Background: an optimization exercise with open tools, aiming at small area. Do not read the settings as production practice.
Function was checked by simulation only, so behaviour that the tests miss may differ from the original.
Power and IR drop assume default switching activity.

===== flow/run.sh =====
#!/bin/bash
# synth_recipe.tcl (not shown) runs the flow's synth.tcl, then flattens the netlist and writes it again
# the make line also repeats each setting of config.mk as NAME=value (left out here)
make -C /OpenROAD-flow-scripts/flow DESIGN_CONFIG=/design/flow/config.mk WORK_HOME=/design/flow/orfs CLKGATE_MAP_FILE= SYNTH_SCRIPT=/design/flow/synth_recipe.tcl finish

===== flow/config.mk =====
export PLATFORM = sky130hd
export DESIGN_NAME = pe_rram_bs
export DESIGN_NICKNAME = pe_rram_bs
export VERILOG_FILES = /design/flow/design.v
export SDC_FILE = /design/flow/constraint.sdc
export NUM_CORES = 4
export LEC_CHECK = 0
export CAP_MARGIN = 20
export CORE_MARGIN = 2
export CORE_UTILIZATION = 40
export SLEW_MARGIN = 20

===== flow/constraint.sdc =====
create_clock -name core_clock -period 10.0 [get_ports {i_clk}]
set_input_delay 2.0000 -clock core_clock [delete_from_list [all_inputs] [get_ports {i_clk}]]
set_output_delay 2.0000 -clock core_clock [all_outputs]
set_load 0.01 [all_outputs]

===== flow/design.v =====
module pe_rram_bs #(
  parameter int ROW   = 36,
  parameter int COL   = 16,
  parameter int XBITS = 4
) (
  input  logic                               i_clk,
  input  logic                               i_rst,
  input  logic [$clog2(ROW)-1:0]             addr_row,
  input  logic [$clog2(COL)-1:0]             addr_col,
  input  logic                               wr_en,
  input  logic                               wr_set,
  input  logic                               wr_rst,
  input  logic                               rd_en,
  output logic                               rd_data,
  output logic                               rd_valid,
  output logic                               cfg_err,
  input  logic [ROW*XBITS-1:0]               xin,
  input  logic                               in_valid,
  output logic                               in_ready,
  output logic [COL*($clog2(ROW+1)+XBITS)-1:0] acc_out,
  output logic                               out_valid,
  input  logic                               out_ready,
  output logic                               busy
);
  localparam int ACC_W = $clog2(ROW + 1) + XBITS;
  localparam int CNT_W = $clog2(ROW + 1);
  localparam int P_W   = (XBITS > 1) ? $clog2(XBITS) : 1;
  typedef enum logic [1:0] {S_IDLE, S_PLANE, S_DONE} state_t;
  state_t               r_state;
  state_t               w_state_next;
  logic [ROW-1:0]       r_cell [COL];
  logic [ROW*XBITS-1:0] r_x;
  logic [P_W-1:0]       r_p;
  logic [CNT_W-1:0]     r_cnt;
  logic [ACC_W-1:0]     r_acc [COL];
  logic                 r_rd_data;
  logic                 r_rd_valid;
  logic                 r_cfg_err;
  logic [ROW-1:0]       w_b;
  logic [CNT_W-1:0]     w_pc;
  logic [CNT_W-1:0]     w_dwell;
  logic                 w_last;
  logic                 w_in_ready;
  logic                 w_accept;
  logic                 w_addr_ok;
  function automatic logic [CNT_W-1:0] f_popcount(input logic [ROW-1:0] v);
    logic [CNT_W-1:0] n;
    n = '0;
    for (int i = 0; i < ROW; i++) n = n + CNT_W'(v[i]);
    f_popcount = n;
  endfunction
  always_comb begin
    w_b = '0;
    for (int r = 0; r < ROW; r++) w_b[r] = r_x[r*XBITS + r_p];
  end
  assign w_pc      = f_popcount(w_b);
  assign w_dwell   = (w_pc == '0) ? CNT_W'(1) : w_pc;
  assign w_last    = (r_cnt == w_dwell - CNT_W'(1));
  assign w_addr_ok = (32'(addr_row) < ROW) && (32'(addr_col) < COL);
  assign w_accept  = in_valid && w_in_ready;
  always_comb begin
    w_state_next  = r_state;
    w_in_ready    = 1'b0;
    in_ready  = 1'b0;
    out_valid = 1'b0;
    busy      = (r_state != S_IDLE);
    case (r_state)
      S_IDLE: begin
        w_in_ready   = !wr_en && !rd_en;
        in_ready = w_in_ready;
        if (in_valid && w_in_ready) w_state_next = S_PLANE;
      end
      S_PLANE: begin
        if (w_last && (r_p == '0)) w_state_next = S_DONE;
      end
      S_DONE: begin
        out_valid = 1'b1;
        if (out_ready) w_state_next = S_IDLE;
      end
      default: w_state_next = S_IDLE;
    endcase
  end
  always_ff @(posedge i_clk) begin
    if (i_rst) begin
      r_state    <= S_IDLE;
      r_x        <= '0;
      r_p        <= '0;
      r_cnt      <= '0;
      r_rd_data  <= 1'b0;
      r_rd_valid <= 1'b0;
      r_cfg_err  <= 1'b0;
      for (int c = 0; c < COL; c++) begin
        r_cell[c] <= '0;
        r_acc[c]  <= '0;
      end
    end else begin
      r_state    <= w_state_next;
      r_rd_valid <= 1'b0;
      r_cfg_err  <= 1'b0;
      if (r_state == S_IDLE) begin
        if (wr_en && w_addr_ok && (wr_set ^ wr_rst))
          r_cell[addr_col][addr_row] <= wr_set;
        if (rd_en) begin
          r_rd_valid <= 1'b1;
          r_rd_data  <= w_addr_ok ? r_cell[addr_col][addr_row] : 1'b0;
        end
      end else if (wr_en || rd_en) begin
        r_cfg_err <= 1'b1;
      end
      if (w_accept) begin
        r_x   <= xin;
        r_p   <= P_W'(XBITS - 1);
        r_cnt <= '0;
        for (int c = 0; c < COL; c++) r_acc[c] <= '0;
      end
      if (r_state == S_PLANE) begin
        if (w_last) begin
          for (int c = 0; c < COL; c++)
            r_acc[c] <= (r_acc[c] << 1) + ACC_W'(f_popcount(r_cell[c] & w_b));
          if (r_p != '0) begin
            r_p   <= r_p - P_W'(1);
            r_cnt <= '0;
          end
        end else begin
          r_cnt <= r_cnt + CNT_W'(1);
        end
      end
    end
  end
  assign rd_data  = r_rd_data;
  assign rd_valid = r_rd_valid;
  assign cfg_err  = r_cfg_err;
  for (genvar c = 0; c < COL; c++) begin : g_acc
    assign acc_out[c*ACC_W +: ACC_W] = r_acc[c];
  end
endmodule

==> summary.txt <==
## final cells by class
cell class	instances	area share
clock buffers	143	0.0415
flip-flops and latches	893	0.331
diodes	2	0.0000701
multi-input cells	4696	0.494
clock inverters	51	0.00839
well taps	2058	0.0361
inverters	622	0.0328
repair buffers	415	0.0565
## flip-flops by register name, indices dropped and copies added (netlist names)
| name | flops |
|---|---|
| r_acc | 160 |
| r_cell | 576 |
| r_cfg_err | 1 |
| r_cnt | 6 |
| r_p | 2 |
| r_rd_data | 1 |
| r_rd_valid | 1 |
| r_state | 2 |
| r_x | 144 |
## cell usage in the layout (no fill, tap or decap), types with 11 or more instances in the layout
master / Yosys / routed
xnor2_1: 64 / 64
buf_4: 12 / 80
inv_1: 622 / 621
clkbuf_1: 368 / 18
nand2b_1: 36 / 36
clkinv_2: 0 / 18
edfxtp_1: 576 / 576
o21a_1: 28 / 28
xor2_1: 16 / 16
a21o_1: 18 / 18
nor2_1: 655 / 642
clkdlybuf4s50_1: 0 / 322
nand3b_1: 11 / 11
nor2b_1: 38 / 36
a21oi_1: 358 / 358
nand2_1: 1580 / 1579
o21ai_0: 301 / 301
a21boi_0: 29 / 29
nor3b_1: 22 / 22
a22oi_1: 15 / 15
and2_1: 164 / 164
o21ai_1: 11 / 11
nand3_1: 167 / 165
dfxtp_1: 317 / 315
mux4_2: 197 / 197
or3_1: 25 / 25
clkbuf_16: 0 / 107
clkbuf_8: 0 / 13
mux2i_1: 13 / 13
a211oi_1: 31 / 31
nor3_1: 58 / 50
ha_1: 282 / 282
fa_1: 492 / 492
## cells in the mapped netlist (all sizes together), types with 3 or more instances
master,count
a211oi,31
a21boi,29
a21o,18
a21oi,358
a221oi,8
a22o,6
a22oi,15
a31oi,5
and2,164
buf,110
clkbuf,368
dfxtp,317
edfxtp,576
fa,492
ha,282
inv,622
mux2,6
mux2i,13
mux4,197
nand2,1580
nand2b,36
nand3,167
nand3b,11
nor2,655
nor2b,38
nor3,59
nor3b,22
nor4b,3
o211ai,3
o21a,28
o21ai,313
o22ai,6
o31ai,3
o41ai,10
or2,10
or3,25
xnor2,64
xor2,17
## worst max path at each step
| stage | slack (ps) | depth (start not counted) | end | start |
|---|---|---|---|---|
| 2_1_floorplan | 1520 | 31 | r_acc[15][4]$_SDFF_PP0_ | r_p[0]$_SDFF_PP0_ |
| 5_1_grt | 160 | 29 | r_acc[9][8]$_SDFF_PP0_ | r_p[1]$_SDFF_PP0_ |
| 3_3_place_gp | 860 | 28 | r_acc[9][8]$_SDFF_PP0_ | r_p[0]$_SDFF_PP0_ |
| 3_5_place_dp | 750 | 28 | r_acc[9][8]$_SDFF_PP0_ | r_p[0]$_SDFF_PP0_ |
| 4_1_cts | 730 | 29 | r_acc[15][8]$_SDFF_PP0_ | r_p[1]$_SDFF_PP0_ |
| 6_report | 690 | 29 | r_acc[15][8]$_SDFF_PP0_ | r_p[1]$_SDFF_PP0_ |
## critical path, delay by kind of cell (launching register included)
kind | cells | cell delay (ps)
adders and majority gates | 9 | 4070
AOI/OAI and AO/OA | 7 | 1850
and+or+nand+nor | 5 | 880
DFF | 1 | 860
buffers and inverters | 7 | 830
muxes | 1 | 690
## per-layer routing
layer | track usage | up-vias | share of wire | wire (µm)
li1 | - | 22000 | - | -
met1 | 0.371 | 24700 | 0.40 | 88500
met2 | 0.420 | 2632 | 0.45 | 99100
met3 | 0.0658 | 408 | 0.11 | 25300
met4 | 0.105 | 10 | 0.040 | 8860
met5 | 0 | - | 0.00037 | 83
## where the power goes
| group | leakage [nW] | switching [mW] | internal (mW) |
|---|---|---|---|
| clock | 1.75 | 1.73 | 2.30 |
| sequential | 8.51 | 0.137 | 4.08 |
| combinational | 16.2 | 2.25 | 1.31 |
## per-stage QoR
step                      setup slack, ps  cell area [µm²]  std cells
after floorplan                      1520            63000       6689
after global placement                856            67800       8683
after detailed placement              750            67800       8684
after CTS                             726            71400       8878
after global routing                  158            71400       8878
final                                 686            71400       8880
## cell families after synthesis
group,Yosys count
buffers and inverters,1100
XOR/XNOR,81
AO/OA/AOI/OAI,847
multiplexers,216
AND/OR/NAND/NOR,2778
flip-flops,893
adder cells (fa/ha/maj),774
==> flow_metrics.env <==
export IMPL_status="no timing/DRC/antenna violations"
export IMPL_cap_violations=0
export IMPL_fin_crit_sh=0.931
export IMPL_die_width_um=401
export IMPL_reg2reg_from="r_p[1]$_SDFF_PP0_"
export IMPL_leakage_nw=26.5
export IMPL_hold_slack_ps=452
export IMPL_setup_viol=0
export IMPL_reg2reg_slack_ps=690
export IMPL_die_area_um2=161000
export IMPL_crit_slowest_cell="dfxtp_2"
export IMPL_ys_seq_area_frac=0.375
export IMPL_antenna_left=0
export IMPL_first_pass_iters=6
export IMPL_power_total_mw=11.8
export IMPL_cpMostUsedCell="fa_1"
export IMPL_relSlewSlack=0.209
export IMPL_rsz0062_at_grt="no"
export IMPL_hp_class="flop to flop"
export IMPL_synth_compound_area_frac=0.0756
export IMPL_vias=49800
export IMPL_antenna_found_initial=7
export IMPL_synth_top_family_by_area="adder cells"
export IMPL_grt_first_pass_wirelength_um=325000
export IMPL_grt_max_degree=231
export IMPL_drc=0
export IMPL_multi_input_area_um2=35200
export IMPL_muxShareOfSynthArea=0.0736
export IMPL_gr_usage_all_layers=0.272
export IMPL_routedWlPerCell_um=25.0
export IMPL_die_h_um=401
export IMPL_yosysTopAreaCell="edfxtp_1"
export IMPL_hold_end="r_x[92]$_SDFFE_PP0P_"
export IMPL_layout_drive_gt1_share=0.0752
export IMPL_crit_arrival_ps=9960
export IMPL_routed_wl_um=222000
export IMPL_worstPathRequired_ps=10650
export IMPL_rr_endpoint="r_acc[15][8]$_SDFF_PP0_"
export IMPL_cts_sinks=893
export IMPL_grt_pass1_vias=48800
export IMPL_root_buffer="clkbuf_16"
export IMPL_cts_buffer_depth=3
export IMPL_synth_main_ff_cell="edfxtp_1"
export IMPL_slowest_delay_ps=860
export IMPL_hold_buffers=0
export IMPL_synth_area_per_cell_um2=9.41
export IMPL_synth_seq_cells=893
export IMPL_critPathMaxFanout=28
export IMPL_yosys_area_share_xor_xnor=0.0114
export IMPL_fmax_mhz=107
export IMPL_fin_crit_ps=9310
export IMPL_netlist_area_leader_share=0.275
export IMPL_path_class="flop to flop"
export IMPL_io_buffers=327
export IMPL_gp_congestion=0.991
export IMPL_synthesis_nets=7625
export IMPL_cts_setup_buffers=0
export IMPL_crit_path_end_kind="flop"
export IMPL_coreArea_um2=156000
export IMPL_irDropWorstVdd_v=0.000195
export IMPL_slew_viol_final=0
export IMPL_synth_area_top_cells="edfxtp_1, fa_1, dfxtp_1, nand2_1, mux4_2"
export IMPL_critPathLaunchType="flop"
export IMPL_drt_iter0_markers=6240
export IMPL_synth_simple_area_share=0.184
export IMPL_fillers=14800
export IMPL_tightestPinTransition_ps=1180
export IMPL_seq_area_um2=23600
export IMPL_initial_utilization=0.403
export IMPL_p_per_area_nw_per_um2=165
export IMPL_whs_path_depth=2
export IMPL_finalClockSkew_ps=51.1
export IMPL_synth_async_reset_ratio=0
export IMPL_final_setup_tns_ps=0
export IMPL_yosys_warnings=2
export IMPL_syn_instance_count=6689
export IMPL_numCtsBuffers=103
export IMPL_grt_overflow_total=0
export IMPL_htree_levels=3
export IMPL_synth_adder_area_share=0.212
export IMPL_clk_pin_slew_worst_paths_ps=60
export IMPL_synthDistinctLibCells=65
export IMPL_pin_count=328
export IMPL_nets=7667
export IMPL_reg2reg_depth=29
export IMPL_std_cell_rows=145
export IMPL_dp_hpwl_um=166000
export IMPL_viasPerCell=5.61
export IMPL_synth_edff_count=576
export IMPL_cts_resized=0
export IMPL_synth_area_um2=63000
export IMPL_cts_tree="yes"
export IMPL_final_util=0.457
export IMPL_hold_viol=0
export IMPL_clk_latency_ps=770
export IMPL_min_delay_start="r_x[92]$_SDFFE_PP0P_"
export IMPL_area_delta_synth_final_pct=13.4

==> afterwards: timing with drivers on the ports <==
No port has a modelled driver above. Below, the same layout with a new extraction and two added sets of constraints. Step 1, drivers: a clkbuf_16 drives i_clk and a buf_2 each remaining input, both assumed. Step 2 also shifts input and output timing later by t, the mid clock arrival at the registers, as if the neighbouring blocks saw the same clock. Slacks: ideal / step 1 / step 2; pairs: ideal / step 1.
shift t [ns]: 0.829
setup slack, ns: 0.686 / 0.686 / 0.686
latest minus earliest clock arrival (ns): 0.057 / 0.057
worst data-port slew with drivers (ns): 0.11
cell pins on the clock port's net: 1
After both steps setup and hold are still met in this run. For this run, drivers alone change the setup slack by 0.000 ns; drivers and shift together by 0.000 ns.
